This is an optimization exercise on Yosys and OpenROAD, whose aim is small area and a short achievable clock period, not a production implementation.
Only simulation tests tie the RTL to the original design; equivalence was not proved.
Power is estimated from default activity; no workload was simulated.

**flow/constraint.sdc**
```tcl
create_clock -name core_clock -period 10.0 [get_ports {clk}]
set_input_delay 2.0000 -clock core_clock [delete_from_list [all_inputs] [get_ports {clk}]]
set_output_delay 2.0000 -clock core_clock [all_outputs]
set_load 0.01 [all_outputs]
```
**flow/design.v**
```verilog
package match_pkg;
    typedef logic [2:0] cell_t;
    localparam cell_t CODE_SYM0  = 3'b110;    
    localparam cell_t CODE_SYM1  = 3'b101;    
    localparam cell_t CODE_SYM2  = 3'b010;    
    localparam cell_t CODE_SYM3  = 3'b100;    
    localparam cell_t CODE_SYM4  = 3'b001;    
    localparam cell_t CELL_EMPTY = 3'b000;    
    typedef logic [2:0] coord_t;
endpackage
`timescale 1ns/1ps
module input_controller (
    input  logic       clk,
    input  logic       reset,
    input  logic       left,
    input  logic       right,
    input  logic       up,
    input  logic       down,
    input  logic       enter,
    input  logic       game_reset,
    output logic       fill_we,      
    output logic [5:0] wp,           
    output logic [2:0] fill_code,    
    output logic       full,         
    output logic       now_h,        
    output logic       now_v,        
    output logic       now_neg,      
    output logic       pend_h,       
    output logic       pend_v,
    output logic       pend_neg,
    output match_pkg::coord_t cur_row,
    output match_pkg::coord_t cur_col,
    output logic       selected,
    output logic       board_ready
);
    logic        filling;
    logic [15:0] lfsr;
    logic        rand_ok;
    logic        fill_end;
    logic        issue;
    logic        dl, dr, du, dd;
    logic        ok_l, ok_r, ok_u, ok_d;
    logic        move_ok;
    logic        idle;
    always_ff @(posedge clk or posedge reset) begin
        if (reset)
            lfsr <= 16'hace1;
        else
            lfsr <= {lfsr[14:0], lfsr[15] ^ lfsr[13] ^ lfsr[12] ^ lfsr[10]};
    end
    assign rand_ok = (lfsr[2:0] != 3'd0) && (lfsr[2:0] < 3'd6);
    always_comb begin
        case (lfsr[3:1])
            3'd1:    fill_code = match_pkg::CODE_SYM0;
            3'd2:    fill_code = match_pkg::CODE_SYM1;
            3'd3:    fill_code = match_pkg::CODE_SYM2;
            3'd4:    fill_code = match_pkg::CODE_SYM3;
            default: fill_code = match_pkg::CODE_SYM4;
        endcase
    end
    assign dl = left;
    assign dr = !left && right;
    assign du = !left && !right && up;
    assign dd = !left && !right && !up && down;
    assign ok_l = dl && (cur_col != 3'd0);
    assign ok_r = dr && (cur_col != 3'd7);
    assign ok_u = du && (cur_row != 3'd0);
    assign ok_d = dd && (cur_row != 3'd7);
    assign move_ok = ok_l || ok_r || ok_u || ok_d;
    assign fill_end = fill_we && (wp == 6'd63);
    assign issue    = filling && !fill_end && rand_ok;
    assign idle     = !filling && !enter && !game_reset;
    assign now_h   = idle && selected && full && (ok_l || ok_r);
    assign now_v   = idle && selected && full && (ok_u || ok_d);
    assign now_neg = dl || du;
    always_ff @(posedge clk or posedge reset) begin
        if (reset) begin
            filling  <= 1'b0;
            selected <= 1'b0;
            cur_row  <= '0;
            cur_col  <= '0;
            wp       <= '0;
            fill_we  <= 1'b0;
            full     <= 1'b0;
            pend_h   <= 1'b0;
            pend_v   <= 1'b0;
        end else begin
            fill_we <= issue;
            pend_h  <= now_h;
            pend_v  <= now_v;
            if (fill_we)
                wp <= wp + 6'd1;
            if (fill_end)
                full <= 1'b1;
            if (filling) begin
                if (fill_end)
                    filling <= 1'b0;
            end else if (enter) begin
                selected <= !selected;
            end else if (game_reset) begin
                filling  <= 1'b1;
                selected <= 1'b0;
                wp       <= '0;
            end else if (move_ok) begin
                if (selected) begin
                    selected <= 1'b0;
                end else begin
                    if (ok_l) cur_col <= cur_col - 3'd1;
                    if (ok_r) cur_col <= cur_col + 3'd1;
                    if (ok_u) cur_row <= cur_row - 3'd1;
                    if (ok_d) cur_row <= cur_row + 3'd1;
                end
            end
        end
    end
    always_ff @(posedge clk) begin
        pend_neg <= now_neg;
    end
    assign board_ready = !filling;
endmodule
`timescale 1ns/1ps
module board_store (
    input  logic         clk,
    input  logic         fill_we,
    input  logic [5:0]   wp,
    input  logic [2:0]   fill_code,
    input  logic         now_h,
    input  logic         now_v,
    input  logic         now_neg,
    input  logic         pend_h,
    input  logic         pend_v,
    input  logic         pend_neg,
    input  match_pkg::coord_t cur_row,
    input  match_pkg::coord_t cur_col,
    output logic [191:0] board
);
    localparam int N = 8;
    logic [191:0]   q;
    logic [N-1:0]   row_oh, col_oh;
    logic [N-1:0]   arow, acol;
    logic [N-1:0]   wrow, wcol;
    logic [N*N-1:0] hp, vp;          
    logic [N*N-1:0] sl, sr, su, sd, s0;
    logic [N*N-1:0] nz;
    logic [N*N-1:0] eqh, eqv;        
    logic [N*N-1:0] runh, runv;      
    logic [N*N-1:0] mark;
    logic [N*N-1:0] wsel;
    logic           anyrun;
    logic           clear;
    logic           act_h, act_v, neg;
    assign board = q;
    always_comb begin
        for (int i = 0; i < N * N; i++)
            nz[i] = (q[i*3 +: 3] != match_pkg::CELL_EMPTY);
        eqh = '0;
        eqv = '0;
        runh = '0;
        runv = '0;
        for (int r = 0; r < N; r++)
            for (int c = 0; c < N; c++) begin
                if (c < N - 1) eqh[r*N+c] = (q[(r*N+c)*3 +: 3] == q[(r*N+c+1)*3 +: 3]);
                if (r < N - 1) eqv[r*N+c] = (q[(r*N+c)*3 +: 3] == q[((r+1)*N+c)*3 +: 3]);
            end
        for (int r = 0; r < N; r++)
            for (int c = 0; c < N; c++) begin
                if (c < N - 2) runh[r*N+c] = nz[r*N+c+1] && eqh[r*N+c] && eqh[r*N+c+1];
                if (r < N - 2) runv[r*N+c] = nz[(r+1)*N+c] && eqv[r*N+c] && eqv[(r+1)*N+c];
            end
        for (int r = 0; r < N; r++)
            for (int c = 0; c < N; c++) begin
                mark[r*N+c] = runh[r*N+c] || runv[r*N+c];
                if (c > 0) mark[r*N+c] = mark[r*N+c] || runh[r*N+c-1];
                if (c > 1) mark[r*N+c] = mark[r*N+c] || runh[r*N+c-2];
                if (r > 0) mark[r*N+c] = mark[r*N+c] || runv[(r-1)*N+c];
                if (r > 1) mark[r*N+c] = mark[r*N+c] || runv[(r-2)*N+c];
            end
    end
    assign anyrun = |runh || |runv;
    assign clear = (pend_h || pend_v) && anyrun;
    assign act_h = now_h || (pend_h && !anyrun);
    assign act_v = now_v || (pend_v && !anyrun);
    assign neg   = (pend_h || pend_v) ? pend_neg : now_neg;
    always_comb begin
        for (int i = 0; i < N; i++) begin
            wrow[i] = fill_we && (wp[2:0] == 3'(i));
            wcol[i] = (wp[5:3] == 3'(i));
        end
        for (int r = 0; r < N; r++)
            for (int c = 0; c < N; c++)
                wsel[r*N+c] = wrow[r] && wcol[c];
    end
    always_comb begin
        for (int i = 0; i < N; i++) begin
            row_oh[i] = (cur_row == 3'(i));
            col_oh[i] = (cur_col == 3'(i));
        end
        for (int i = 0; i < N; i++) begin
            arow[i] = act_v & ((neg && i < N - 1) ? row_oh[(i + 1) % N] : row_oh[i]);
            acol[i] = act_h & ((neg && i < N - 1) ? col_oh[(i + 1) % N] : col_oh[i]);
        end
        for (int r = 0; r < N; r++)
            for (int c = 0; c < N; c++) begin
                hp[r*N+c] = (c < N - 1) && row_oh[r] && acol[c];
                vp[r*N+c] = (r < N - 1) && arow[r] && col_oh[c];
            end
        for (int r = 0; r < N; r++)
            for (int c = 0; c < N; c++) begin
                sr[r*N+c] = hp[r*N+c];
                sl[r*N+c] = (c > 0) ? hp[r*N+c-1] : 1'b0;
                sd[r*N+c] = vp[r*N+c];
                su[r*N+c] = (r > 0) ? vp[(r-1)*N+c] : 1'b0;
                s0[r*N+c] = !(sr[r*N+c] | sl[r*N+c] | sd[r*N+c] | su[r*N+c] |
                              wsel[r*N+c] | (clear & mark[r*N+c]));
            end
    end
    always_ff @(posedge clk) begin
        for (int r = 0; r < N; r++)
            for (int c = 0; c < N; c++)
                q[(r*N+c)*3 +: 3] <= ({3{wsel[r*N+c]}} & fill_code)
                    | ({3{s0[r*N+c]}} & q[(r*N+c)*3 +: 3])
                    | ({3{sr[r*N+c]}} & ((c < N - 1) ? q[(r*N+c+1)*3 +: 3] : 3'b0))
                    | ({3{sl[r*N+c]}} & ((c > 0) ? q[(r*N+c-1)*3 +: 3] : 3'b0))
                    | ({3{sd[r*N+c]}} & ((r < N - 1) ? q[((r+1)*N+c)*3 +: 3] : 3'b0))
                    | ({3{su[r*N+c]}} & ((r > 0) ? q[((r-1)*N+c)*3 +: 3] : 3'b0));
    end
endmodule
`timescale 1ns/1ps
module pixel_renderer (
    input  logic        video_on,
    input  logic [9:0]  pix_x,
    input  logic [9:0]  pix_y,
    input  logic [191:0] board,
    input  logic [5:0]  wp,
    input  logic        full,
    input  logic        pend_h,
    input  logic        pend_v,
    input  logic        pend_neg,
    input  match_pkg::coord_t cur_row,
    input  match_pkg::coord_t cur_col,
    input  logic        selected,
    output logic [11:0] graph_rgb
);
    localparam logic [9:0] X0   = 10'(272);
    localparam logic [9:0] Y0   = 10'(112);
    localparam logic [9:0] SPAN = 10'(8 * 32);
    logic [9:0] off_x;
    logic [9:0] off_y;
    logic       in_board;
    logic       on_border;
    logic       edge_px;
    logic [2:0] cell_row;
    logic [2:0] cell_col;
    logic [7:0] row_oh, col_oh;        
    logic [7:0] cur_row_oh, cur_col_oh;
    logic [7:0] ha, va;                
    logic [7:0] hrow;                  
    logic [7:0] col_sw, row_sw;        
    logic       on_vcol;               
    logic [7:0] row_sel;
    logic [2:0] wrow [8];
    logic [2:0] code;
    logic       written;
    logic       blank;
    logic       r_on, g3_on, g2_on, g1_on, b_on;
    assign off_x    = pix_x - X0;
    assign off_y    = pix_y - Y0;
    assign in_board = (pix_x >= X0) && (off_x < SPAN) && (pix_y >= Y0) && (off_y < SPAN);
    assign cell_col = off_x[7:5];
    assign cell_row = off_y[7:5];
    always_comb begin
        for (int i = 0; i < 8; i++) begin
            row_oh[i]     = (cell_row == 3'(i));
            col_oh[i]     = (cell_col == 3'(i));
            cur_row_oh[i] = (cur_row == 3'(i));
            cur_col_oh[i] = (cur_col == 3'(i));
        end
        for (int i = 0; i < 8; i++) begin
            ha[i]   = pend_h && ((pend_neg && i < 7) ? cur_col_oh[(i + 1) % 8] : cur_col_oh[i]);
            va[i]   = pend_v && ((pend_neg && i < 7) ? cur_row_oh[(i + 1) % 8] : cur_row_oh[i]);
            hrow[i] = pend_h && cur_row_oh[i];
        end
        for (int i = 0; i < 8; i++) begin
            col_sw[i] = col_oh[i];
            row_sw[i] = row_oh[i];
            if (i < 7 && ha[i])     col_sw[i] = col_oh[i + 1];
            if (i > 0 && ha[i - 1]) col_sw[i] = col_oh[i - 1];
            if (i < 7 && va[i])     row_sw[i] = row_oh[i + 1];
            if (i > 0 && va[i - 1]) row_sw[i] = row_oh[i - 1];
        end
    end
    assign on_vcol = (cell_col == cur_col);
    assign row_sel = on_vcol ? row_sw : row_oh;
    always_comb begin
        for (int r = 0; r < 8; r++) begin
            wrow[r] = 3'b000;
            for (int c = 0; c < 8; c++)
                wrow[r] = wrow[r] | ({3{hrow[r] ? col_sw[c] : col_oh[c]}} & board[(r*8+c)*3 +: 3]);
        end
        code = 3'b000;
        for (int r = 0; r < 8; r++)
            code = code | ({3{row_sel[r]}} & wrow[r]);
    end
    assign edge_px   = (off_x[4:1] == 4'd0) || (off_x[4:1] == 4'd15) ||
                       (off_y[4:1] == 4'd0) || (off_y[4:1] == 4'd15);
    assign on_border = in_board && (cell_row == cur_row) && (cell_col == cur_col) && edge_px;
    assign written = full || ({cell_col, cell_row} < wp);
    assign blank   = !in_board || !written;
    assign r_on  = on_border || blank || !code[2];
    assign g3_on = on_border ? !selected : (blank || !code[1]);
    assign g2_on = on_border ? !selected : (blank || (!code[1] && !code[0]));
    assign g1_on = on_border ? !selected : (blank || (!code[1] && (code[2] || !code[0])));
    assign b_on  = !on_border && (blank || !code[0]);
    assign graph_rgb = video_on ? {{4{r_on}}, g3_on, g2_on, g1_on, g2_on, {4{b_on}}} : 12'h000;
endmodule
`timescale 1ns/1ps
module match_top (
    input  logic        clk,
    input  logic        reset,
    input  logic        left,
    input  logic        right,
    input  logic        up,
    input  logic        down,
    input  logic        enter,
    input  logic        game_reset,
    input  logic        video_on,
    input  logic [9:0]  pix_x,
    input  logic [9:0]  pix_y,
    output logic [11:0] graph_rgb,
    output logic        board_ready
);
    logic        fill_we;
    logic [5:0]  wp;
    logic [2:0]  fill_code;
    logic        full;
    logic        now_h, now_v, now_neg;
    logic        pend_h, pend_v, pend_neg;
    match_pkg::coord_t cur_row;
    match_pkg::coord_t cur_col;
    logic        selected;
    logic [191:0] board;
    input_controller u_ctrl (
        .clk         (clk),
        .reset       (reset),
        .left        (left),
        .right       (right),
        .up          (up),
        .down        (down),
        .enter       (enter),
        .game_reset  (game_reset),
        .fill_we     (fill_we),
        .wp          (wp),
        .fill_code   (fill_code),
        .full        (full),
        .now_h       (now_h),
        .now_v       (now_v),
        .now_neg     (now_neg),
        .pend_h      (pend_h),
        .pend_v      (pend_v),
        .pend_neg    (pend_neg),
        .cur_row     (cur_row),
        .cur_col     (cur_col),
        .selected    (selected),
        .board_ready (board_ready)
    );
    board_store u_board (
        .clk       (clk),
        .fill_we   (fill_we),
        .wp        (wp),
        .fill_code (fill_code),
        .now_h     (now_h),
        .now_v     (now_v),
        .now_neg   (now_neg),
        .pend_h    (pend_h),
        .pend_v    (pend_v),
        .pend_neg  (pend_neg),
        .cur_row   (cur_row),
        .cur_col   (cur_col),
        .board     (board)
    );
    pixel_renderer u_render (
        .video_on  (video_on),
        .pix_x     (pix_x),
        .pix_y     (pix_y),
        .board     (board),
        .wp        (wp),
        .full      (full),
        .pend_h    (pend_h),
        .pend_v    (pend_v),
        .pend_neg  (pend_neg),
        .cur_row   (cur_row),
        .cur_col   (cur_col),
        .selected  (selected),
        .graph_rgb (graph_rgb)
    );
endmodule
```
**flow/run.sh**
```bash
#!/bin/bash
# synth_recipe.tcl (not shown) runs the flow's synth.tcl, then flattens the netlist and writes it again
# the make line also repeats each setting of config.mk as NAME=value (left out here)
make -C /OpenROAD-flow-scripts/flow DESIGN_CONFIG=/design/flow/config.mk WORK_HOME=/design/flow/orfs CLKGATE_MAP_FILE= SYNTH_SCRIPT=/design/flow/synth_recipe.tcl finish
```
**flow/config.mk**
```make
export PLATFORM = sky130hd
export DESIGN_NAME = match_top
export DESIGN_NICKNAME = match_top
export VERILOG_FILES = /design/flow/design.v
export SDC_FILE = /design/flow/constraint.sdc
export NUM_CORES = 4
export LEC_CHECK = 0
export CAP_MARGIN = 20
export CORE_MARGIN = 2
export CORE_UTILIZATION = 40
export SETUP_SLACK_MARGIN = 4
export SLEW_MARGIN = 20
```
==> impl_metrics.yaml, run 1 <==
floorplanning:
  num_rows: 91
  die_x_um: 255
  die_height_um: 255
  pin_count: 42
  dieArea_um2: 64800
  core-area_um2: 61900
  initial_core_util_pct: 40.5
cts:
  clk_path_buf_depth: 3
  htreeDepth: 2
  clk_latency_ns: 0.59
  cts_hold_buf: 0
  numCtsBuffers: 34
  path_clk_slew_ns: 0.05
  root_buffer: "clkbuf_16"
  cts.sinks: 227
  cts_tree: "done"
timing:
  fin_crit_ns: 7.35
  finalCritPeriodShare_pct: 73.5
  finClkSkew_ns: 0.0279
  tns_ns: 0
  slew_violations: 0
  final-setup-viol-count: 0
  relSlewSlack_pct: 16.2
  grt_setup_unrepaired: "true"
  fmax_mhz: 136
  hold_viol_final: 0
  tightest_slew_ns: 1.25
grt:
  grt_usage_pct: 44.1
  top_usage_layer: "met2"
  met1_usage_pct: 56.5
  antenna_found_initial: 8
  grt_pass1_vias: 28465
  grt_overflow: 0
  grt_pass1_wl_um: 207000
  use_met2_pct: 62.6
  grtUsageMet3_pct: 13.1
  grt_start_max_net_pins: 52
logic_synthesis:
  ys.flop_type: "dfxtp_1"
  synth-seq-area-share_pct: 18.8
  async_reset_ff_share_pct: 15.0
  yosys_warnings: 10
  synthCells: 3475
  synth_compound_area_share_pct: 40.3
  synth_edf_count: 0
  syn-num-nets: 3531
  ys_ff_latch: 227
  synth_cell_types: 106
  synthXorXnorAreaFrac_pct: 10.9
  synth_fa_ha_area_share_pct: 1.35
  syn_area_per_cell_um2: 7.23
  synth_top_family_by_area: "compound AO/OA/AOI/OAI gates"
  synth_simple_gate_area_share_pct: 19.8
  mappedNetlistArea_um2: 25100
  synth.area.mux_share_pct: 0.962
worst_setup_path:
  cp-end-kind: "output port"
  worstReg2RegStart: "u_board.q[100]"
  cp-startpoint: "pix_x[4]"
  crit_end: "graph_rgb[5]"
  reg2regPathDepth: 11
  path_common_cell: "buf_12"
  arrival_ns: 5.35
  crit_type: "in2out"
  regToRegEndpoint: "u_board.q[93]"
  startpoint_type: "input pin"
  cpMaxStageDelayCell: "or4_4"
  path_cells: "buf_12, inv_8, ha_4, buf_12, buf_12, inv_6, buf_12, a21oi_2, o21ai_1, o21ai_0, a22o_1, a222oi_1, a31oi_1, or4_4, o41a_1, buf_2"
  crit_path_max_incr_delay_ns: 0.65
  r2r_slack_ns: 4.24
  crit_fanout: 8
  worstPathRequired_ns: 8.00
detailed_routing:
  detail_route.vias_per_cell: 7.38
  final_antenna_net_count: 0
  drc: 0
  routedWlPerCell_um: 35.0
  dr.pass1.iters: 10
  routed_wl_um: 147000
  drt_iter0_drc: 5422
  vias: 31000
pwr:
  power_density_nw_per_um2: 91.9
  p_leak_nw: 9.94
  vdd_drop_max_uv: 92.7
placed_design:
  placed_cells: 4079
  gp_congestion: 1.11
  port_buffers: 39
  post-dp-hpwl_um: 107000
job:
  maxCapViolations: 0
finish:
  area_growth_pct: 13.9
  fillCellCount: 6420
  final_nets: 3390
  fin_cells: 4198
  drive_gt1_share_pct: 14.2
outcome:
  outcome: "finished clean"
hold_path:
  hp-class: "reg2reg"
logic make-up (layout without fill, tap and decap cells):
kind of cell | Yosys count | in the layout
mux | 23 | 23
simple gates | 1049 | 1049
flops | 227 | 227
xor+xnor | 308 | 308
buf+inv | 467 | 350
other cells | 0 | 3
fa+ha+maj | 27 | 27
compound gates | 1374 | 1374
per-stage QoR:
step / power, mW / utilization, % / setup WS [ns] / hold WS [ns] / cell area [um2]
2_1_floorplan: 1.14 / - / 3.17 / 0.331 / 25500
3_3_place_gp: 1.28 / 42.2 / 0.784 / 0.335 / 26200
3_5_place_dp: 1.28 / 42.2 / 0.818 / 0.342 / 26200
4_1_cts: 2.58 / 45.6 / 2.73 / 0.351 / 28300
5_1_grt: 2.67 / 46.2 / 2.61 / 0.354 / 28600
6_report: 2.63 / 46.2 / 2.65 / 0.347 / 28600
cell type report:
type	count	area, um2	share of cell area, %
diodes	3	7.51	0.0263
clock buffers	51	1040	3.62
clock inverters	9	98.8	0.346
inverters	74	293	1.02
multi-input cells	2781	19400	67.8
flip-flops and latches	227	4720	16.5
well taps	837	1050	3.66
repair buffers	216	2010	7.04
state kept, by name (all words and copies together), names as in the netlist, 3 cells and up:
name / cells
u_board.q: 192
u_ctrl.lfsr: 16
u_ctrl.wp: 6
u_ctrl.cur_col: 3
u_ctrl.cur_row: 3
critical path: cells and delay by family:
kind | cells | cell delay (ns)
AO/OA/AOI/OAI | 7 | 1.64
buffers and inverters | 7 | 0.76
AND/OR/NAND/NOR | 1 | 0.65
adder cells (fa/ha/maj) | 1 | 0.25
synthesized netlist by cell type, types with 30 or more instances:
cell type,count,area share (%)
a211o_1,41,1.4
a211oi_1,54,1.6
a21o_1,39,1.2
a21oi_1,151,3.0
a221o_1,146,5.8
a221oi_1,30,1.0
a22o_1,44,1.5
a22oi_1,227,6.8
a31oi_1,47,1.2
and2_1,41,1.0
buf_2,95,1.9
clkbuf_1,244,3.6
dfxtp_1,193,15
inv_1,68,1.0
nand2_1,274,4.1
nand3_1,111,2.2
nor2_1,317,4.7
nor3_1,92,1.8
o211ai_1,38,1.1
o21ai_0,185,3.7
o221ai_1,32,1.1
o22ai_1,125,3.1
or3_1,31,0.77
xnor2_1,127,4.4
xor2_1,179,6.2
cell usage in the layout (no fill, tap or decap), drive strengths merged, types with 96 or more instances in the layout:
cell type,n
a21oi,153
a221o,146
a22oi,228
buf,192
dfxtp,193
nand2,276
nand3,112
nor2,321
nor3,96
o21ai,198
o22ai,125
xnor2,127
xor2,179
power by group:
group,leakage (nW),switching (mW),internal [mW]
clock,0.561,0.522,0.746
combinational,7.42,0.275,0.173
sequential,1.96,0.00369,0.909
total,9.94,0.801,1.83
metal layers:
| metal | up-vias | share of wire (%) |
|---|---|---|
| li1 | 12956 | - |
| met1 | 14792 | 38 |
| met2 | 2581 | 40 |
| met3 | 663 | 14 |
| met4 | 8 | 8.4 |
| met5 | - | 0.031 |
worst min path at each step:
stage,start,end,slack (ns),depth (start not counted)
after detailed placement,u_ctrl.lfsr[8],u_ctrl.lfsr[9],0.34,0
after global placement,u_ctrl.lfsr[14],u_ctrl.lfsr[15],0.34,0
after CTS,u_ctrl.lfsr[9],u_ctrl.lfsr[10],0.35,0
after global routing,u_ctrl.lfsr[9],u_ctrl.lfsr[10],0.35,0
final,u_ctrl.lfsr[9],u_ctrl.lfsr[10],0.35,0
after floorplan,u_ctrl.lfsr[8],u_ctrl.lfsr[9],0.33,0
timing repair:
action | CTS | global route
pin swaps | 45 | 38
setup buffers | 38 | 17
cloned | 1 | 0
gates resized for setup | 216 | 45
endpoints found under the setup margin | 12 | 12
==> run 2: changes to the inputs <==
--- a/flow/config.mk
+++ b/flow/config.mk
@@ -8,5 +8,4 @@
 export CAP_MARGIN = 20
 export CORE_MARGIN = 2
 export CORE_UTILIZATION = 40
-export SETUP_SLACK_MARGIN = 4
 export SLEW_MARGIN = 20
==> run 2 against run 1 <==
Register-to-register slack worse by 0.11 ns. Final cell count down 1.5%. Synthesized cell count unchanged. Global-route usage down 0.18 points. Combinational power down 21%. Core utilization down 2.4 points. Routed wire length down 0.36%. First-iteration DRC count up 6.6%. Sequential power about the same. Fmax down 20%. Total power down 2.3%.
==> impl_metrics.yaml, run 2 <==
pwr:
  power_frac_clock_pct: 50.7
  p_seq_share_pct: 35.5
  power_density_nw_per_um2: 94.8
  total_power_mw: 2.57
  p_comb_share_pct: 13.8
  switching_power_mw: 0.744
  switching_share_pct: 29.0
  p_int_mw: 1.83
  p_leak_nw: 9.31
  vdd_drop_max_uv: 139
logic_synthesis:
  ys.flop_type: "dfxtp_1"
  synthTopCellsByArea: "dfxtp_1 (15%), a22oi_1 (6.8%), xor2_1 (6.2%), a221o_1 (5.8%), nor2_1 (4.7%)"
  mappedNetlistArea_um2: 25100
  synth-seq-area-share_pct: 18.8
  yosysMostFrequentCell: "nor2_1"
  synth_cell_types: 106
  synth_common_cells: "nor2_1 (317), nand2_1 (274), clkbuf_1 (244)"
  synthCells: 3475
  synth_top_area_share_pct: 15.4
  async_reset_ff_share_pct: 15.0
  syn_area_per_cell_um2: 7.23
  syn-num-nets: 3531
  ys_ff_latch: 227
  synth_top_area_cell: "dfxtp_1"
  yosys_warnings: 10
  synth_edf_count: 0
detailed_routing:
  vias: 30724
  detail_route.vias_per_cell: 7.43
  routedWlPerCell_um: 35.4
  dr.pass1.iters: 10
  routed_wl_um: 147000
  drt_iter0_drc: 5782
  final_antenna_net_count: 0
  drc: 0
cts:
  postCtsSetupBuffers: 0
  clk_path_buf_depth: 3
  cts_tree: "done"
  clk_latency_ns: 0.62
  path_clk_slew_ns: 0.06
  cts_hold_buf: 0
  cts.sinks: 227
  cts_resized: 0
  numCtsBuffers: 31
  root_buffer: "clkbuf_16"
  htreeDepth: 1
timing:
  fin_crit_ns: 9.20
  tightest_slew_ns: 1.36
  grt_setup_unrepaired: "false"
  setup_ws_ns: 0.804
  final-setup-viol-count: 0
  tns_ns: 0
  hold_viol_final: 0
  finClkSkew_ns: 0.0298
  relSlewSlack_pct: 8.65
  slew_violations: 0
  finalCritPeriodShare_pct: 92.0
  fmax_mhz: 109
worst_setup_path:
  startpoint_type: "input pin"
  crit_type: "in2out"
  r2r_slack_ns: 4.13
  worstPathRequired_ns: 8.00
  reg2regPathDepth: 10
  cp-end-kind: "output port"
  arrival_ns: 7.20
  regToRegEndpoint: "u_board.q[122]"
  worstReg2RegStart: "u_board.q[175]"
  crit_fanout: 27
hold_path:
  hold_path_end: "u_ctrl.lfsr[15]"
  hold_depth: 0
  hp-class: "reg2reg"
  hp-start: "u_ctrl.lfsr[14]"
finish:
  largest_reg_flops: 192
  drive_gt1_share_pct: 8.98
  area_growth_pct: 7.97
  largestRegisters: "u_board.q: 192 flops, u_ctrl.lfsr: 16 flops, u_ctrl.wp: 6 flops"
  regMostFlops: "u_board.q"
  mostFrequentLayoutCell: "nor2_1"
  final_cell_mix: "nor2_1 (309), nand2_1 (273), a22oi_1 (227)"
  final_nets: 3329
  fillCellCount: 6441
  final_area_um2: 27100
placed_design:
  pre_cts_slack_ns: 0.924
  port_buffers: 39
  placed_area_um2: 25900
  post-dp-hpwl_um: 107000
  gp_congestion: 1.11
outcome:
  outcome: "finished clean"
grt:
  grt_overflow: 0
  grt_start_max_net_pins: 54
  antenna_found_initial: 9
  grt_pass1_vias: 27826
  grt_pass1_wl_um: 206000
  grt_usage_pct: 43.9
floorplanning:
  num_rows: 91
  die_height_um: 255
  pin_count: 42
  initial_core_util_pct: 40.5
  die_x_um: 255
  core-area_um2: 61900
  dieArea_um2: 64800
job:
  maxCapViolations: 0
-- run 2: cell type report --
cell class	instances	area, um2	area share [%]
Tap cell	837	1050	3.86
Multi-Input combinational cell	2781	18600	68.6
Antenna cell	3	7.51	0.0277
Clock buffer	39	846	3.12
Timing Repair Buffer	158	1290	4.76
Sequential cell	227	4720	17.4
Inverter	74	278	1.02
Clock inverter	18	308	1.14
-- run 2: cell families (layout without fill, tap and decap cells) --
family,after synthesis,count (layout),share of synthesized area [%]
fa+ha+maj,27,27,1.35
simple gates,1049,1049,19.8
flops,227,227,18.8
xor+xnor,308,308,10.9
mux,23,23,0.962
compound gates,1374,1374,40.3
other cells,0,3,0
buf+inv,467,289,7.88
-- run 2: how the worst max path moves through the flow --
| stage | from | endpoint | slack, ns |
|---|---|---|---|
| 5_1_grt | pix_x[4] | graph_rgb[5] | 0.40 |
| 3_5_place_dp | pix_x[4] | graph_rgb[5] | 0.92 |
| 4_1_cts | pix_x[4] | graph_rgb[5] | 0.89 |
| 6_report | pix_x[4] | graph_rgb[5] | 0.80 |
| 3_3_place_gp | pix_x[4] | graph_rgb[5] | 0.90 |
| 2_1_floorplan | pix_x[4] | graph_rgb[6] | 2.61 |
-- run 2: critical path, stage by stage --
cell and delay [ns]:
clkdlybuf4s50_1 0.62, inv_1 0.12, ha_2 0.45, buf_4 0.37
xor2_1 0.28, nand2_1 0.11, nor4b_1 0.68, o311ai_0 0.28
a21oi_1 0.20, o21ai_0 0.14, buf_4 0.24, a31oi_1 0.38
nor4_1 0.13, a31oi_1 0.40, nor2_1 0.14, o41a_1 0.13
clkdlybuf4s50_1 0.49
-- run 2: stage by stage --
| stage | util [%] | std cells | hold slack [ns] |
|---|---|---|---|
| after global routing | 43.8 | 4136 | 0.359 |
| after detailed placement | 41.9 | 4076 | 0.344 |
| after CTS | 43.7 | 4133 | 0.354 |
| after global placement | 41.9 | 4076 | 0.334 |
| final | 43.8 | 4137 | 0.351 |
| after floorplan | - | 3475 | 0.331 |
-- run 2: power by group through the flow --
| stage | sequential (mW) | combinational (mW) | clock [mW] |
|---|---|---|---|
| floorplan | 0.929 | 0.195 | 0 |
| global placement | 0.931 | 0.337 | 0 |
| detailed placement | 0.931 | 0.334 | 0 |
| CTS | 0.912 | 0.335 | 1.30 |
| global route | 0.912 | 0.362 | 1.33 |
| finish | 0.912 | 0.354 | 1.30 |
-- run 2: metal layers --
metal | part of all wire, % | GRT usage (%) | routed length [um]
met4 | 7.5 | 25.8 | 11000
met2 | 40 | 63.6 | 59000
met1 | 37 | 56.5 | 54900
met3 | 15 | 14.3 | 21600
met5 | 0.025 | 0 | 37
==> run 3: changes to the inputs <==
--- a/flow/design.v
+++ b/flow/design.v
@@ -241,70 +241,86 @@
     input  logic        selected,
     output logic [11:0] graph_rgb
 );
-    localparam logic [9:0] X0   = 10'(272);
-    localparam logic [9:0] Y0   = 10'(112);
-    localparam logic [9:0] SPAN = 10'(8 * 32);
-    logic [9:0] off_x;
-    logic [9:0] off_y;
-    logic       in_board;
+    logic [3:0] px;                    
+    logic [4:0] py;                    
+    logic       in_x, in_y, in_board;
+    logic       edge_x, edge_y;
     logic       on_border;
-    logic       edge_px;
-    logic [2:0] cell_row;
-    logic [2:0] cell_col;
     logic [7:0] row_oh, col_oh;        
     logic [7:0] cur_row_oh, cur_col_oh;
     logic [7:0] ha, va;                
     logic [7:0] hrow;                  
-    logic [7:0] col_sw, row_sw;        
-    logic       on_vcol;               
+    logic [7:0] cs [8];                
+    logic [7:0] row_sw;                
+    logic       on_cur_row, on_cur_col;
     logic [7:0] row_sel;
     logic [2:0] wrow [8];
     logic [2:0] code;
+    logic [7:0] col_lt, col_eq, row_lt;
     logic       written;
     logic       blank;
     logic       r_on, g3_on, g2_on, g1_on, b_on;
-    assign off_x    = pix_x - X0;
-    assign off_y    = pix_y - Y0;
-    assign in_board = (pix_x >= X0) && (off_x < SPAN) && (pix_y >= Y0) && (off_y < SPAN);
-    assign cell_col = off_x[7:5];
-    assign cell_row = off_y[7:5];
+    assign px   = pix_x[7:4];
+    assign in_x = (pix_x[9:8] == 2'b01 && px != 4'd0) || (pix_x[9:8] == 2'b10 && px == 4'd0);
+    assign py   = pix_y[8:4];
+    assign in_y = !pix_y[9] && py >= 5'd7 && py <= 5'd22;
+    assign in_board = in_x && in_y;
+    always_comb begin
+        for (int j = 0; j < 8; j++) begin
+            col_oh[j] = (px == 4'((2 * j + 1) % 16) || px == 4'((2 * j + 2) % 16));
+            row_oh[j] = (py == 5'(2 * j + 7) || py == 5'(2 * j + 8));
+        end
+    end
+    assign edge_x = (pix_x[4] && pix_x[3:1] == 3'd0) || (!pix_x[4] && pix_x[3:1] == 3'd7);
+    assign edge_y = (pix_y[4] && pix_y[3:1] == 3'd0) || (!pix_y[4] && pix_y[3:1] == 3'd7);
     always_comb begin
         for (int i = 0; i < 8; i++) begin
-            row_oh[i]     = (cell_row == 3'(i));
-            col_oh[i]     = (cell_col == 3'(i));
             cur_row_oh[i] = (cur_row == 3'(i));
             cur_col_oh[i] = (cur_col == 3'(i));
         end
         for (int i = 0; i < 8; i++) begin
-            ha[i]   = pend_h && ((pend_neg && i < 7) ? cur_col_oh[(i + 1) % 8] : cur_col_oh[i]);
-            va[i]   = pend_v && ((pend_neg && i < 7) ? cur_row_oh[(i + 1) % 8] : cur_row_oh[i]);
+            ha[i]   = pend_h && i < 7 && (pend_neg ? cur_col_oh[(i + 1) % 8] : cur_col_oh[i]);
+            va[i]   = pend_v && i < 7 && (pend_neg ? cur_row_oh[(i + 1) % 8] : cur_row_oh[i]);
             hrow[i] = pend_h && cur_row_oh[i];
         end
-        for (int i = 0; i < 8; i++) begin
-            col_sw[i] = col_oh[i];
-            row_sw[i] = row_oh[i];
-            if (i < 7 && ha[i])     col_sw[i] = col_oh[i + 1];
-            if (i > 0 && ha[i - 1]) col_sw[i] = col_oh[i - 1];
-            if (i < 7 && va[i])     row_sw[i] = row_oh[i + 1];
-            if (i > 0 && va[i - 1]) row_sw[i] = row_oh[i - 1];
+        for (int r = 0; r < 8; r++)
+            for (int c = 0; c < 8; c++) begin
+                cs[r][c] = col_oh[c] && !(hrow[r] && (ha[c] || (c > 0 && ha[(c + 7) % 8])));
+                if (c < 7)
+                    cs[r][c] = cs[r][c] || (hrow[r] && ha[c] && col_oh[(c + 1) % 8]);
+                if (c > 0)
+                    cs[r][c] = cs[r][c] || (hrow[r] && ha[(c + 7) % 8] && col_oh[(c + 7) % 8]);
+            end
+        for (int r = 0; r < 8; r++) begin
+            row_sw[r] = row_oh[r] && !(va[r] || (r > 0 && va[(r + 7) % 8]));
+            if (r < 7)
+                row_sw[r] = row_sw[r] || (va[r] && row_oh[(r + 1) % 8]);
+            if (r > 0)
+                row_sw[r] = row_sw[r] || (va[(r + 7) % 8] && row_oh[(r + 7) % 8]);
         end
     end
-    assign on_vcol = (cell_col == cur_col);
-    assign row_sel = on_vcol ? row_sw : row_oh;
+    assign on_cur_row = |(row_oh & cur_row_oh);
+    assign on_cur_col = |(col_oh & cur_col_oh);
+    assign row_sel = on_cur_col ? row_sw : row_oh;
     always_comb begin
         for (int r = 0; r < 8; r++) begin
             wrow[r] = 3'b000;
             for (int c = 0; c < 8; c++)
-                wrow[r] = wrow[r] | ({3{hrow[r] ? col_sw[c] : col_oh[c]}} & board[(r*8+c)*3 +: 3]);
+                wrow[r] = wrow[r] | ({3{cs[r][c]}} & board[(r*8+c)*3 +: 3]);
         end
         code = 3'b000;
         for (int r = 0; r < 8; r++)
             code = code | ({3{row_sel[r]}} & wrow[r]);
     end
-    assign edge_px   = (off_x[4:1] == 4'd0) || (off_x[4:1] == 4'd15) ||
-                       (off_y[4:1] == 4'd0) || (off_y[4:1] == 4'd15);
-    assign on_border = in_board && (cell_row == cur_row) && (cell_col == cur_col) && edge_px;
-    assign written = full || ({cell_col, cell_row} < wp);
+    assign on_border = in_board && on_cur_row && on_cur_col && (edge_x || edge_y);
+    always_comb begin
+        for (int j = 0; j < 8; j++) begin
+            col_lt[j] = (3'(j) < wp[5:3]);
+            col_eq[j] = (3'(j) == wp[5:3]);
+            row_lt[j] = (3'(j) < wp[2:0]);
+        end
+    end
+    assign written = full || |(col_oh & col_lt) || (|(col_oh & col_eq) && |(row_oh & row_lt));
     assign blank   = !in_board || !written;
     assign r_on  = on_border || blank || !code[2];
     assign g3_on = on_border ? !selected : (blank || !code[1]);
==> flow/flow/run.sh (new file) <==
#!/bin/bash
# Standard ORFS layout (standard.sh), with the standard synthesis script except
# for ABC's mapping: the board store and controller are mapped for area, the
# renderer, whose path from the beam inputs to the colour outputs sets the
# period, for delay (see synth.tcl). Registers, names and every later step are
# the standard ones. make's output goes to flow_make.log; ORFS keeps each
# step's log under orfs/logs.
set -euo pipefail
export MY_FLOW_DIR="$PWD/flow"
export MY_AREA_MODULES="board_store input_controller"
export MY_SPEED_MODULES="pixel_renderer match_top"
export MY_SPEED_D=1500
bash standard.sh SYNTH_SCRIPT="$PWD/flow/synth.tcl" finish > flow_make.log 2>&1
==> flow/flow/abc_area.script (new file) <==
strash
dch
map -a
topo
stime -c
==> flow/flow/abc_speed.script (new file) <==
strash
dch
map {D}
topo
stime -c
buffer -c
upsize -c {D}
dnsize -c {D}
==> flow/flow/synth.tcl (new file) <==
# synth_recipe.tcl, with ABC run per module group: the modules in MY_AREA_MODULES
# are mapped for area with abc_area.script, those in MY_SPEED_MODULES for delay
# with abc_speed.script and a delay target of MY_SPEED_D ps
proc synth {args} { yosys synth -nofsm -noshare {*}$args }
proc abc_with {args script d} {
  set i [lsearch -exact $args -script]
  set f [open $script r]
  set body [string map {"\n" ";"} [string trim [read $f]]]
  close $f
  lset args [expr {$i + 1}] "+$body"
  set j [lsearch -exact $args -D]
  if { $j >= 0 } { set args [lreplace $args $j [expr {$j + 1}]] }
  if { $d ne "" } { lappend args -D $d }
  return $args
}
proc abc {args} {
  set dir $::env(MY_FLOW_DIR)
  yosys abc {*}[abc_with $args $dir/abc_area.script ""] {*}$::env(MY_AREA_MODULES)
  yosys abc {*}[abc_with $args $dir/abc_speed.script $::env(MY_SPEED_D)] {*}$::env(MY_SPEED_MODULES)
}
source $::env(SCRIPTS_DIR)/synth.tcl
# left out here: clear keep_hierarchy, flatten, clean up, hide names made inside functions, write 1_2_yosys.v
==> flow/standard.sh (new file) <==
#!/bin/bash
# synth_recipe.tcl (not shown) runs the flow's synth.tcl, then flattens the netlist and writes it again
# the make line also repeats each setting of config.mk as NAME=value (left out here)
make -C /OpenROAD-flow-scripts/flow DESIGN_CONFIG=/design/flow/config.mk WORK_HOME=/design/flow/orfs CLKGATE_MAP_FILE= SYNTH_SCRIPT=/design/flow/synth_recipe.tcl "${@:-finish}"
--- a/flow/config.mk
+++ b/flow/config.mk
@@ -7,5 +7,7 @@
 export LEC_CHECK = 0
 export CAP_MARGIN = 20
 export CORE_MARGIN = 2
-export CORE_UTILIZATION = 40
+export CORE_UTILIZATION = 55
+export SETUP_SLACK_MARGIN = 4
 export SLEW_MARGIN = 20
+export SYNTH_HIERARCHICAL = 1
removed: flow/run.sh
==> run 3 against run 2 <==
Final area is 4.4% lower. Die area shrank 35%. Final cell count increased by 0.12%. Critical path depth decreased by 3. Hold slack improved by 0.013 ns. Non-clock buffer count fell by 29. Sequential power about the same. Highest routed layer unchanged. Clock-buffer cell count up 1.
==> impl_metrics.yaml, run 3 <==
worst_setup_path:
  cp-end-kind: "output port"
  cp-startpoint: "u_ctrl.cur_col[0]"
  worstPathRequired_ns: 8.00
  crit_type: "reg2out"
  crit_fanout: 14
  arrival_ns: 4.91
  startpoint_type: "flop"
  worstReg2RegStart: "u_board.q[148]"
timing:
  fmax_mhz: 145
  finClkSkew_ns: 0.0163
  tns_ns: 0
  grt_setup_unrepaired: "true"
  setup_ws_ns: 3.09
  slew_violations: 0
  fin_crit_ns: 6.91
  hold_viol_final: 0
  finalCritPeriodShare_pct: 69.1
  relSlewSlack_pct: 21.7
  final-setup-viol-count: 0
  tightest_slew_ns: 1.16
logic_synthesis:
  yosysMostFrequentCell: "nand2_1"
  ys.flop_type: "dfxtp_1"
  synthTopCellsByArea: "dfxtp_1 (17%), nand2_1 (8.1%), o221ai_1 (7.9%), nor2_1 (7.7%), clkinv_1 (7.0%)"
  mappedNetlistArea_um2: 22300
  synth_edf_count: 0
  syn-num-nets: 3483
  synth_top_area_share_pct: 17.3
  yosys_warnings: 11
  synth_top_area_cell: "dfxtp_1"
  synthCells: 3451
  async_reset_ff_share_pct: 15.0
  synth_cell_types: 69
  ys_ff_latch: 227
  syn_area_per_cell_um2: 6.46
  synth-seq-area-share_pct: 21.2
  synth_common_cells: "nand2_1 (483), nor2_1 (456), clkinv_1 (418)"
floorplanning:
  core-area_um2: 39900
  pin_count: 42
  die_height_um: 205
  num_rows: 73
  initial_core_util_pct: 55.8
  die_x_um: 205
  dieArea_um2: 42200
detailed_routing:
  detail_route.vias_per_cell: 7.56
  wl_met1_um: 40900
  dr.pass1.iters: 12
  drc: 0
  top_layer_used: "met5"
  vias: 31313
  wl_met3_um: 20400
  final_antenna_net_count: 0
  routedWlPerCell_um: 29.7
  dr_wl_met2_um: 47600
  drt_iter0_drc: 6594
  routed_wl_um: 123000
grt:
  grt_usage_pct: 55.6
  grt_pass1_vias: 28510
  grt_overflow: 0
  antenna_found_initial: 6
  grt_pass1_wl_um: 176000
  grt_start_max_net_pins: 65
finish:
  fin_cells: 4142
  largestRegisters: "u_board.q: 192 flops, u_ctrl.lfsr: 16 flops, u_ctrl.wp: 6 flops"
  utilization_pct: 64.9
  largest_reg_flops: 192
  mostFrequentLayoutCell: "nand2_1"
  fillCellCount: 3485
  final_cell_mix: "nand2_1 (469), nor2_1 (442), clkinv_1 (412)"
  regMostFlops: "u_board.q"
  final_nets: 3620
  area_growth_pct: 16.3
  drive_gt1_share_pct: 10.4
cts:
  path_clk_slew_ns: 0.07
  cts_tree: "done"
  cts_hold_buf: 0
  clk_latency_ns: 0.62
  clk_path_buf_depth: 3
  root_buffer: "clkbuf_16"
  cts.sinks: 227
  numCtsBuffers: 30
  htreeDepth: 1
hold_path:
  hp-start: "u_ctrl.lfsr[4]"
  hp-class: "reg2reg"
pwr:
  switching_share_pct: 27.4
  switching_power_mw: 0.638
  p_comb_share_pct: 8.9
  power_density_nw_per_um2: 89.8
  vdd_drop_max_uv: 147
  p_seq_share_pct: 39.3
  total_power_mw: 2.33
  power_frac_clock_pct: 51.8
  p_leak_nw: 9.57
  p_int_mw: 1.69
placed_design:
  placed_cells: 4015
  post-dp-hpwl_um: 88100
  gp_congestion: 1.13
  pre_cts_slack_ns: 1.90
  port_buffers: 39
outcome:
  outcome: "finished clean"
job:
  maxCapViolations: 0
[run 3: cell count changes in the layout (fill, tap and decap cells not counted), sizes merged, moves of 50 or more]
cell,before,now
o22ai,125,42
nor3,96,174
nor2,321,462
a22oi,228,99
nand2,276,497
a211oi,55,5
o221ai,33,203
clkinv,10,428
nand3,112,173
a221o,146,0
nand4,14,92
xor2,179,88
a21oi,153,224
[run 3: final timing paths]
kind / endpoint / slack [ns] / depth (start not counted)
setup / recovery: graph_rgb[1] / 3.09 / 14
hold / removal: u_ctrl.lfsr[5] / 0.36 / 0
setup reg to reg: u_board.q[39] / 3.97 / 20
hold reg to reg: u_ctrl.lfsr[5] / 0.36 / 0
max in group asynchronous: u_ctrl.lfsr[0] / 7.69 / 3
min in group asynchronous: u_ctrl.lfsr[3] / 1.60 / 2
[run 3: what timing repair did]
item | 4_1_cts | 5_1_grt
gates resized for setup | 242 | 55
setup endpoints to repair | 14 | 22
pin swaps | 48 | 37
cloned | 5 | 0
buffers inserted | 43 | 16
[run 3: per-stage QoR]
step / hold WS [ns] / instance area (um2)
floorplan: 0.331 / 22300
global placement: 0.337 / 23400
detailed placement: 0.338 / 23400
CTS: 0.361 / 25600
global route: 0.373 / 25900
finish: 0.364 / 25900
[run 3: layer usage]
layer,up-vias,track usage (%)
met2,3313,79.0
met4,6,47.5
met1,14060,65.3
met5,-,0
li1,12900,-
met3,1034,21.4
[run 3: logic make-up after synthesis]
kind of cell             Yosys count  share of synthesized area, %
AND/OR/NAND/NOR                 1486                          30.0
adder cells (fa/ha/maj)            3                         0.236
AO/OA/AOI/OAI                    965                          29.5
flip-flops                       227                          21.2
multiplexers                       2                        0.0954
buffers and inverters            507                          8.76
XOR/XNOR                         261                          10.3
[run 3: cell type report]
cell class	instances	area, um2	share of cell area, %
multi-input cells	2718	16400	63.2
clock buffers	40	861	3.32
repair inverters	3	22.5	0.0869
inverters	479	1860	7.18
clock inverters	16	200	0.772
well taps	525	657	2.53
diodes	5	12.5	0.0483
flip-flops and latches	227	4730	18.3
repair buffers	129	1190	4.60
[run 3: power by group through the flow]
stage,clock network (mW),logic [mW],registers [mW]
after global placement,0,0.136,0.933
after CTS,1.17,0.179,0.913
after detailed placement,0,0.139,0.933
final,1.21,0.208,0.914
after floorplan,0,0.0884,0.930
after global routing,1.22,0.214,0.914
[run 3: worst max-delay path, stage by stage, from the launching register on]
cell     delay [ns]
dfrtp_2        0.62
inv_2          0.15
o31ai_1        0.26
nand3_2        0.37
inv_1          0.43
nand2_1        0.23
o21ai_1        0.72
nor2_1         0.09
a21oi_1        0.14
nand4_1        0.12
o21ai_2        0.18
nand4_1        0.24
o21a_1         0.28
nor3_4         0.27
buf_2          0.19
[run 3: modules after synthesis (local to each module, per instance), a selection]
| module | cells | area, um2 |
|---|---|---|
| input_controller | 128 | 1380 |
| board_store | 2552 | 16800 |
| pixel_renderer | 771 | 4080 |
==> run 4: changes to the inputs <==
--- a/flow/config.mk
+++ b/flow/config.mk
@@ -7,7 +7,7 @@
 export LEC_CHECK = 0
 export CAP_MARGIN = 20
 export CORE_MARGIN = 2
-export CORE_UTILIZATION = 55
+export CORE_UTILIZATION = 40
 export SETUP_SLACK_MARGIN = 4
 export SLEW_MARGIN = 20
 export SYNTH_HIERARCHICAL = 1
==> run 4 against run 3 <==
Still clean on timing, DRC and antenna. Clock skew increased by 0.0025 ns. Fmax up 4.0%. Clock power shrank 5%. Clock-buffer cell count unchanged. Largest power group unchanged. First-iteration DRC count down 33%.
==> impl_metrics.yaml, run 4 <==
logic_synthesis:
  synth_cell_types: 69
  synthCells: 3451
  synthTopCellsByArea: "dfxtp_1 (17%), nand2_1 (8.1%), o221ai_1 (7.9%), nor2_1 (7.7%), clkinv_1 (7.0%)"
  synth_edf_count: 0
  syn-num-nets: 3483
  synth-seq-area-share_pct: 21.2
  ys.flop_type: "dfxtp_1"
  yosys_warnings: 11
  syn_area_per_cell_um2: 6.46
  ys_ff_latch: 227
  mappedNetlistArea_um2: 22300
  synth_top_area_share_pct: 17.3
  synth_top_area_cell: "dfxtp_1"
  synth_common_cells: "nand2_1 (483), nor2_1 (456), clkinv_1 (418)"
  yosysMostFrequentCell: "nand2_1"
  async_reset_ff_share_pct: 15.0
timing:
  relSlewSlack_pct: 23.9
  fin_crit_ns: 6.64
  tightest_slew_ns: 1.14
  hold_ws_ns: 0.350
  finalCritPeriodShare_pct: 66.4
  fmax_mhz: 151
  setup_ws_ns: 3.36
  grt_setup_unrepaired: "true"
  slew_violations: 0
  hold_viol_final: 0
  final-setup-viol-count: 0
  finClkSkew_ns: 0.0188
  tns_ns: 0
cts:
  cts.sinks: 227
  clk_latency_ns: 0.62
  clk_path_buf_depth: 3
  path_clk_slew_ns: 0.06
  cts_hold_buf: 0
  cts_tree: "done"
  numCtsBuffers: 30
  htreeDepth: 1
  root_buffer: "clkbuf_16"
grt:
  grt_start_max_net_pins: 65
  grt_usage_pct: 39.5
  antenna_found_initial: 0
  grt_pass1_vias: 26253
  grt_pass1_wl_um: 172000
  grt_overflow: 0
worst_setup_path:
  startpoint_type: "input pin"
  arrival_ns: 4.64
  cp-end-kind: "output port"
  worstPathRequired_ns: 8.00
  worstReg2RegStart: "u_board.q[148]"
  crit_type: "in2out"
  cp-startpoint: "pix_x[7]"
  crit_fanout: 5
  r2r_slack_ns: 4.11
floorplanning:
  die_height_um: 240
  initial_core_util_pct: 40.5
  pin_count: 42
  core-area_um2: 55100
  dieArea_um2: 57600
  die_x_um: 240
  num_rows: 86
finish:
  largest_reg_flops: 192
  insertedDiodeCount: 0
  final_nets: 3617
  final_area_um2: 26000
  area_growth_pct: 16.5
  seq_area_um2: 4730
  largestRegisters: "u_board.q: 192 flops, u_ctrl.lfsr: 16 flops, u_ctrl.wp: 6 flops"
  utilization_pct: 47.1
  drive_gt1_share_pct: 9.81
  final_cell_mix: "nand2_1 (474), nor2_1 (443), clkinv_1 (412)"
  multi_input_area_um2: 16300
  fin_cells: 4356
  regMostFlops: "u_board.q"
  fillCellCount: 5888
  mostFrequentLayoutCell: "nand2_1"
pwr:
  power_density_nw_per_um2: 87.0
  vdd_drop_max_uv: 135
  p_leak_nw: 9.49
  total_power_mw: 2.26
detailed_routing:
  final_antenna_net_count: 0
  routedWlPerCell_um: 26.9
  drc: 0
  dr.pass1.iters: 8
  vias: 29083
  drt_iter0_drc: 4397
  detail_route.vias_per_cell: 6.68
  routed_wl_um: 117000
outcome:
  outcome: "finished clean"
placed_design:
  post-dp-hpwl_um: 87900
  pre_cts_slack_ns: 1.85
  placed_area_um2: 23700
  port_buffers: 39
  gp_congestion: 1.02
  placed_cells: 4244
job:
  maxCapViolations: 0
hold_path:
  hp-start: "u_ctrl.lfsr[14]"
  hp-class: "reg2reg"
## run 4: cell counts after synthesis
Identical to the previous run, type by type.
## run 4: layer usage
layer	wire, um	up-vias	global-route usage (%)
li1	-	12901	-
met1	45600	13505	53.7
met2	46500	2203	56.1
met3	14600	474	7.47
met4	10200	0	27.5
met5	0	-	0
## run 4: worst max-delay path, cell delays in order
cell	delay [ns]
buf_6	0.12
inv_4	0.05
nand2_4	0.08
o22ai_2	0.09
buf_6	0.15
a22oi_2	0.16
nand2_2	0.11
or2_4	0.30
a32o_2	0.32
o22ai_2	0.15
nand4_1	0.26
buf_4	0.23
o21a_1	0.22
nor3_4	0.22
buf_2	0.19
## run 4: timing repair
item | 4_1_cts | 5_1_grt
endpoints found under the hold margin | 0 | 0
resized for setup | 200 | 67
setup endpoints to repair | 12 | 149
cloned | 2 | 0
buffers inserted | 45 | 10
pin swaps | 34 | 37
## run 4: cells by family after synthesis
| family | after synthesis | share of synthesized area [%] |
|---|---|---|
| compound gates | 965 | 29.5 |
| xor+xnor | 261 | 10.3 |
| fa+ha+maj | 3 | 0.236 |
| buf+inv | 507 | 8.76 |
| flops | 227 | 21.2 |
| mux | 2 | 0.0954 |
| simple gates | 1486 | 30.0 |
## run 4: final timing paths
kind                                   end  cells after the start
setup reg to reg             u_board.q[42]                     19
min in group asynchronous  u_ctrl.selected                      3
hold / removal             u_ctrl.lfsr[15]                      0
setup / recovery              graph_rgb[3]                     15
max in group asynchronous   u_ctrl.lfsr[7]                      3
hold reg to reg            u_ctrl.lfsr[15]                      0
## run 4: modules after synthesis, one instance, submodules excluded, a selection
module | times used | area (um2) | flip-flops and latches | cells inside
board_store | 1 | 16800 | 192 | 2552
pixel_renderer | 1 | 4080 | 0 | 771
input_controller | 1 | 1380 | 35 | 128
## run 4: where the power goes
part	leakage, nW	switching [mW]	internal (mW)	total, mW
clock	0.505	0.484	0.670	1.15
combinational	7.00	0.120	0.0699	0.189
sequential	1.98	0.00606	0.908	0.914
## run 4: layout make-up
type / instances / area share, %
Timing Repair inverter: 1 / 0.0289
Sequential cell: 227 / 18.2
Inverter: 479 / 7.14
Tap cell: 748 / 3.61
Clock inverter: 15 / 0.617
Clock buffer: 40 / 3.27
Timing Repair Buffer: 129 / 4.34
Multi-Input combinational cell: 2717 / 62.8
==> run 5: changes to the inputs <==
==> flow/flow/run.sh (replaced) <==
#!/bin/bash
# Standard ORFS layout (standard.sh), with the standard synthesis script except
# for ABC's mapping, chosen per module (see synth.tcl): the board store and the
# controller are mapped for area, the renderer, whose path from the beam inputs
# to the colour outputs sets the period, to a tight delay target. Registers,
# names and every later step are the standard ones. make's output goes to
# flow_make.log; ORFS keeps each step's log under orfs/logs.
set -euo pipefail
export MY_FLOW_DIR="$PWD/flow"
export MY_ABC="board_store:abc_amap.script:0 input_controller:abc_area.script:0 pixel_renderer:abc_speed.script:1500 match_top:abc_speed.script:1500"
bash standard.sh SYNTH_SCRIPT="$PWD/flow/synth.tcl" finish > flow_make.log 2>&1
==> flow/flow/abc_amap.script (new file) <==
strash
dch -f
amap -F 2
topo
==> flow/flow/synth.tcl (replaced) <==
# synth_recipe.tcl, with ABC's mapping chosen per module: MY_ABC lists
# module:script:delay entries (script in MY_FLOW_DIR, delay target in ps, 0 for
# none), and each module is mapped by its own ABC run
proc synth {args} { yosys synth -nofsm -noshare {*}$args }
proc abc_with {args script d} {
  set i [lsearch -exact $args -script]
  set f [open $script r]
  set body [string map {"\n" ";"} [string trim [read $f]]]
  close $f
  lset args [expr {$i + 1}] "+$body"
  set j [lsearch -exact $args -D]
  if { $j >= 0 } { set args [lreplace $args $j [expr {$j + 1}]] }
  if { $d > 0 } { lappend args -D $d }
  return $args
}
proc abc {args} {
  foreach entry $::env(MY_ABC) {
    lassign [split $entry :] module script d
    yosys abc {*}[abc_with $args $::env(MY_FLOW_DIR)/$script $d] $module
  }
}
source $::env(SCRIPTS_DIR)/synth.tcl
# left out here: clear keep_hierarchy, flatten, clean up, hide names made inside functions, write 1_2_yosys.v
==> run 5 against run 4 <==
Setup slack got worse by 0.023 ns. Synthesized cell count decreased by 14%. First-iteration DRC count increased by 27%. Via count increased by 1.5%. Critical path type unchanged. Sequential power about the same. Core utilization increased by 0.62 points. Final cell count decreased by 13%. Routed wire length increased by 7.9%. Sequential cell count unchanged. Final area decreased by 5.6%. Highest routed layer is now met5. Critical path depth increased by 2. Still clean on timing, DRC and antenna. Clock skew increased by 0.020 ns.
==> impl_metrics.yaml, run 5 <==
outcome:
  outcome: "finished clean"
worst_setup_path:
  worst-path-buf-inv: 8
  worstPathRequired_ns: 8.00
  path_cells: "buf_12, inv_6, nand2_8, o22ai_4, buf_12, inv_1, buf_12, a21oi_1, o21ai_1, o2111a_1, nand4_1, a22oi_2, nand4_1, a21oi_2, buf_4, buf_6, buf_6"
  arrival_ns: 4.67
  cpMaxStageDelayCell: "a22oi_2"
  reg2regPathDepth: 18
  cp.depth: 17
  startpoint_type: "input pin"
  path_common_cell: "buf_12"
  cp_top_family: "compound AO/OA/AOI/OAI gates"
  worstReg2RegStart: "u_board.q[126]"
  cp-end-kind: "output port"
  r2r_slack_ns: 3.94
  regToRegEndpoint: "u_board.q[115]"
  crit_path_max_incr_delay_ns: 0.37
  cp-startpoint: "pix_x[5]"
  crit_type: "in2out"
  crit_end: "graph_rgb[10]"
  crit_fanout: 20
floorplanning:
  die_x_um: 232
  num_rows: 83
  die_height_um: 232
  core-area_um2: 51300
  initial_core_util_pct: 40.5
  pin_count: 42
  dieArea_um2: 53800
pwr:
  p_seq_share_pct: 41.4
  p_leak_nw: 7.72
  power_density_nw_per_um2: 90.2
  power_frac_clock_pct: 50.0
  p_int_mw: 1.61
  vdd_drop_max_uv: 139
  p_comb_share_pct: 8.6
  switching_power_mw: 0.600
  switching_share_pct: 27.2
grt:
  antenna_found_initial: 3
  grt_usage_pct: 45.1
  grt_start_max_net_pins: 65
  grt_pass1_vias: 26832
  grt_overflow: 0
  grt_pass1_wl_um: 182000
logic_synthesis:
  synthTopCellsByArea: "dfxtp_1 (19%), o221ai_1 (9.2%), o22ai_1 (9.0%), a221oi_1 (8.8%), nor2_1 (6.7%)"
  synth_cell_types: 73
  async_reset_ff_share_pct: 15.0
  synth_top_family_by_area: "compound AO/OA/AOI/OAI gates"
  synthCells: 2979
  synth_top_area_share_pct: 18.6
  synth_compound_area_share_pct: 44.7
  mappedNetlistArea_um2: 20800
  ys.flop_type: "dfxtp_1"
  synthXorXnorAreaFrac_pct: 0.295
  synth_common_cells: "nor2_1 (369), clkinv_1 (327), o22ai_1 (298)"
  synth-seq-area-share_pct: 22.7
  synth_fa_ha_area_share_pct: 0.253
  syn-num-nets: 3011
  yosys_warnings: 11
  synth_simple_gate_area_share_pct: 24.2
  yosysMostFrequentCell: "nor2_1"
  syn_area_per_cell_um2: 6.97
  ys_ff_latch: 227
  synth_top_area_cell: "dfxtp_1"
  synth_edf_count: 0
  synth.area.mux_share_pct: 0.0542
detailed_routing:
  vias: 29518
  routedWlPerCell_um: 33.1
  drc: 0
  detail_route.vias_per_cell: 7.75
  final_antenna_net_count: 0
  routed_wl_um: 126000
  drt_iter0_drc: 5567
  dr.pass1.iters: 9
finish:
  drive_gt1_share_pct: 12.2
  area_growth_pct: 17.9
  fin_cells: 3810
  final_cell_mix: "nor2_1 (334), clkinv_1 (317), o22ai_1 (293)"
  largest_reg_flops: 192
  largestRegisters: "u_board.q: 192 flops, u_ctrl.lfsr: 16 flops, u_ctrl.wp: 6 flops"
  final_nets: 3138
  regMostFlops: "u_board.q"
  final_area_um2: 24500
  mostFrequentLayoutCell: "nor2_1"
cts:
  clk_latency_ns: 0.63
  path_clk_slew_ns: 0.06
  htreeDepth: 1
  cts_tree: "done"
  cts.sinks: 227
  cts_hold_buf: 0
  clk_path_buf_depth: 3
  numCtsBuffers: 29
  root_buffer: "clkbuf_16"
placed_design:
  post-dp-hpwl_um: 94800
  placed_area_um2: 22100
  placed_cells: 3702
  port_buffers: 39
  gp_congestion: 1.04
timing:
  tns_ns: 0
  hold_viol_final: 0
  hold_ws_ns: 0.355
  finClkSkew_ns: 0.0383
  fin_crit_ns: 6.67
  fmax_mhz: 150
  tightest_slew_ns: 1.24
  slew_violations: 0
  relSlewSlack_pct: 15.5
  grt_setup_unrepaired: "true"
  finalCritPeriodShare_pct: 66.7
  final-setup-viol-count: 0
job:
  maxCapViolations: 0
hold_path:
  hp-class: "reg2reg"
## run 5: per-layer routing
metal,track usage (%),share of wire (%),up-vias
met1,58.8,38,14024
li1,-,-,12445
met5,0,0.021,-
met3,11.2,13,525
met4,30.9,8.3,4
met2,65.1,41,2520
## run 5: layout make-up
type | count | area [um2]
Sequential cell | 227 | 4750
Multi-Input combinational cell | 2336 | 15300
Antenna cell | 2 | 5.00
Clock buffer | 38 | 790
Clock inverter | 15 | 168
Tap cell | 680 | 851
Timing Repair Buffer | 124 | 1150
Fill cell | 5328 | 26800
Inverter | 388 | 1530
## run 5: metrics by stage
stage	utilization (%)	setup slack [ns]	power, mW
floorplan	-	3.93	1.01
global placement	43.2	1.84	1.07
detailed placement	43.2	1.77	1.07
CTS	46.9	3.43	2.18
global route	47.7	3.29	2.25
finish	47.7	3.33	2.21
## run 5: worst register-to-register path: cells and delay by family (launching register included)
kind | cells | cell delay [ns]
buf+inv | 2 | 0.72
simple gates | 7 | 2.35
compound gates | 9 | 2.12
flops | 1 | 0.72
## run 5: how the worst min path moves through the flow
stage                 endpoint       startpoint  slack, ns  cells after the start
4_1_cts        u_ctrl.lfsr[15]  u_ctrl.lfsr[14]       0.36                      0
2_1_floorplan   u_ctrl.lfsr[9]   u_ctrl.lfsr[8]       0.33                      0
6_report       u_ctrl.lfsr[15]  u_ctrl.lfsr[14]       0.35                      0
3_3_place_gp   u_ctrl.lfsr[15]  u_ctrl.lfsr[14]       0.34                      0
5_1_grt         u_ctrl.lfsr[6]   u_ctrl.lfsr[5]       0.37                      0
3_5_place_dp    u_ctrl.lfsr[9]   u_ctrl.lfsr[8]       0.34                      0
## run 5: cells by family (layout without fill, tap and decap cells)
logic type,count (synthesis),count (layout)
compound gates,1276,1276
mux,1,1
other cells,0,2
xor+xnor,7,7
flops,227,227
simple gates,1049,1049
buf+inv,416,565
fa+ha+maj,3,3
## run 5: power by group through the flow
stage | clock network [mW] | registers [mW] | logic, mW
2_1_floorplan | 0 | 0.930 | 0.0830
3_3_place_gp | 0 | 0.934 | 0.135
3_5_place_dp | 0 | 0.934 | 0.136
4_1_cts | 1.10 | 0.915 | 0.172
5_1_grt | 1.13 | 0.915 | 0.201
6_report | 1.11 | 0.915 | 0.189
## run 5: repair_timing
item / 4_1_cts / 5_1_grt
cloned: 1 / 0
endpoints found under the setup margin: 12 / 108
buffers inserted: 43 / 9
pin swaps: 41 / 25
gates resized for setup: 233 / 82
## run 5: per-module statistics from Yosys (local to each module, per instance), a selection
module / flip-flops and latches / cells / copies in the design
board_store: 192 / 2080 / 1
input_controller: 35 / 128 / 1
pixel_renderer: 0 / 771 / 1
==> run 6: changes to the inputs <==
==> flow/flow/abc_speed.script (replaced) <==
strash
dch -f
map {D}
topo
stime -c
buffer -c
upsize -c {D}
dnsize -c {D}
==> run 6 against run 5 <==
Critical path depth unchanged. Setup slack lost 0.077 ns. Combinational power decreased by 7%. Register-to-register slack improved by 0.19 ns. Die area fell by 0.96%. Largest cell class unchanged.
==> impl_metrics.yaml, run 6 <==
timing:
  grt_setup_unrepaired: "true"
  fmax_mhz: 148
  setup_ws_ns: 3.26
  finClkSkew_ns: 0.0203
  fin_crit_ns: 6.74
  slew_violations: 0
  hold_ws_ns: 0.354
finish:
  area_growth_pct: 17.4
  final_nets: 3100
  drive_gt1_share_pct: 10.7
  final_area_um2: 24200
  final_cell_mix: "nor2_1 (324), clkinv_1 (319), o22ai_1 (293)"
  largestRegisters: "u_board.q: 192 flops, u_ctrl.lfsr: 16 flops, u_ctrl.wp: 6 flops"
  regMostFlops: "u_board.q"
  mostFrequentLayoutCell: "nor2_1"
  largest_reg_flops: 192
floorplanning:
  initial_core_util_pct: 40.3
  die_x_um: 231
  pin_count: 42
  dieArea_um2: 53300
  num_rows: 83
  die_height_um: 231
cts:
  htreeDepth: 1
  clk_latency_ns: 0.62
  cts.sinks: 227
  numCtsBuffers: 30
  cts_hold_buf: 0
  path_clk_slew_ns: 0.05
logic_synthesis:
  syn_area_per_cell_um2: 6.96
  async_reset_ff_share_pct: 15.0
  mappedNetlistArea_um2: 20600
  synth_common_cells: "nor2_1 (360), clkinv_1 (323), o22ai_1 (301)"
  ys.flop_type: "dfxtp_1"
  yosysMostFrequentCell: "nor2_1"
  yosys_warnings: 11
  synth-seq-area-share_pct: 23.0
  synth_top_area_cell: "dfxtp_1"
  syn-num-nets: 2986
  synthCells: 2954
  synth_cell_types: 66
  synthTopCellsByArea: "dfxtp_1 (19%), o221ai_1 (10%), o22ai_1 (9.2%), a221oi_1 (8.6%), nor2_1 (6.6%)"
  synth_top_area_share_pct: 18.8
  synth_edf_count: 0
  ys_ff_latch: 227
detailed_routing:
  vias: 29570
  routed_wl_um: 121000
  drt_iter0_drc: 5715
  detail_route.vias_per_cell: 7.83
  dr.pass1.iters: 10
  routedWlPerCell_um: 32.1
worst_setup_path:
  arrival_ns: 4.74
  worstReg2RegStart: "u_board.q[66]"
  startpoint_type: "input pin"
  crit_fanout: 17
  cp-startpoint: "pix_x[4]"
  worstPathRequired_ns: 8.00
placed_design:
  post-dp-hpwl_um: 89600
  placed_area_um2: 22000
  port_buffers: 39
  gp_congestion: 1.06
  pre_cts_slack_ns: 1.74
pwr:
  switching_share_pct: 25.4
  p_int_mw: 1.77
  power_density_nw_per_um2: 98.1
  p_comb_share_pct: 7.4
grt:
  grt_pass1_vias: 27199
  antenna_found_initial: 3
  grt_start_max_net_pins: 65
hold_path:
  hp-class: "reg2reg"
job:
  maxCapViolations: 0
outcome:
  outcome: "finished clean"
-- run 6: critical path, cell delays in order --
cell and delay (ns):
buf_12 0.11, nor2_4 0.13, inv_2 0.09, nand2_4 0.09, nor2_1 0.06, buf_6 0.18
clkinvlp_4 0.21, o221ai_1 0.27, a22oi_1 0.27, nand2_1 0.09, o21ai_0 0.35, nand4_1 0.19
o21bai_1 0.18, nand2_1 0.10, buf_6 0.14, a21oi_4 0.13, buf_6 0.12
-- run 6: area by class of cell --
type | count | area [um2]
tap | 680 | 851
clock inverter | 16 | 270
sequential | 227 | 4750
antenna | 3 | 7.51
timing repair inverter | 1 | 7.51
fill | 5238 | 26900
multi-input combinational | 2306 | 14900
clock buffer | 40 | 880
inverter | 390 | 1500
timing repair buffer | 112 | 1030
-- run 6: kinds of logic after synthesis --
group	synth area share (%)
compound gates	45.3
xor+xnor	0.298
fa+ha+maj	0.255
buf+inv	7.90
flops	23.0
mux	0.0547
simple gates	23.2
-- run 6: stage by stage --
step                utilization [%]  power (mW)
floorplan                         -        1.01
global placement               43.0        1.06
detailed placement             43.0        1.06
CTS                            46.7        2.34
global route                   47.3        2.40
finish                         47.3        2.37
-- run 6: power by group through the flow --
stage          registers, mW  logic (mW)  clock network (mW)
6_report               0.913       0.176                1.28
5_1_grt                0.912       0.185                1.31
4_1_cts                0.912       0.161                1.27
3_5_place_dp           0.932       0.132                   0
3_3_place_gp           0.932       0.131                   0
2_1_floorplan          0.930      0.0814                   0
-- run 6: worst paths after layout --
| path | end | slack (ns) | cells past startpoint |
|---|---|---|---|
| max | graph_rgb[6] | 3.26 | 17 |
| min | u_ctrl.lfsr[10] | 0.35 | 0 |
| max reg2reg | u_board.q[85] | 4.13 | 17 |
| min reg2reg | u_ctrl.lfsr[10] | 0.35 | 0 |
| max in group asynchronous | u_ctrl.lfsr[5] | 7.88 | 3 |
| min in group asynchronous | u_ctrl.cur_col[2] | 1.78 | 3 |
-- run 6: per-module statistics from Yosys (local to each module, per instance), a selection --
module            cells inside  flip-flops and latches  times used  area (um2)
board_store               2080                     192           1       15300
input_controller           128                      35           1        1380
pixel_renderer             746                       0           1        3870
-- run 6: per-layer routing --
layer / wire length, um / GRT usage, % / vias to the layer above
li1: - / - / 12359
met1: 45500 / 57.6 / 13888
met2: 47900 / 61.1 / 2710
met3: 17200 / 12.2 / 613
met4: 10600 / 30.1 / 0
met5: 0 / 0 / -
-- run 6: what timing repair did --
action / in CTS / in global routing
gates cloned: 2 / 0
pin swaps: 32 / 21
resized for setup: 181 / 89
setup endpoints to repair: 12 / 122
setup buffers: 34 / 2

Check on run 6: ideal ports give 3.256 ns setup slack; a clkbuf_16 on the clock port and buf_2 on the inputs give 3.210 ns; moving port delays by the midpoint clock arrival (0.671 ns) as well gives 3.210 ns.
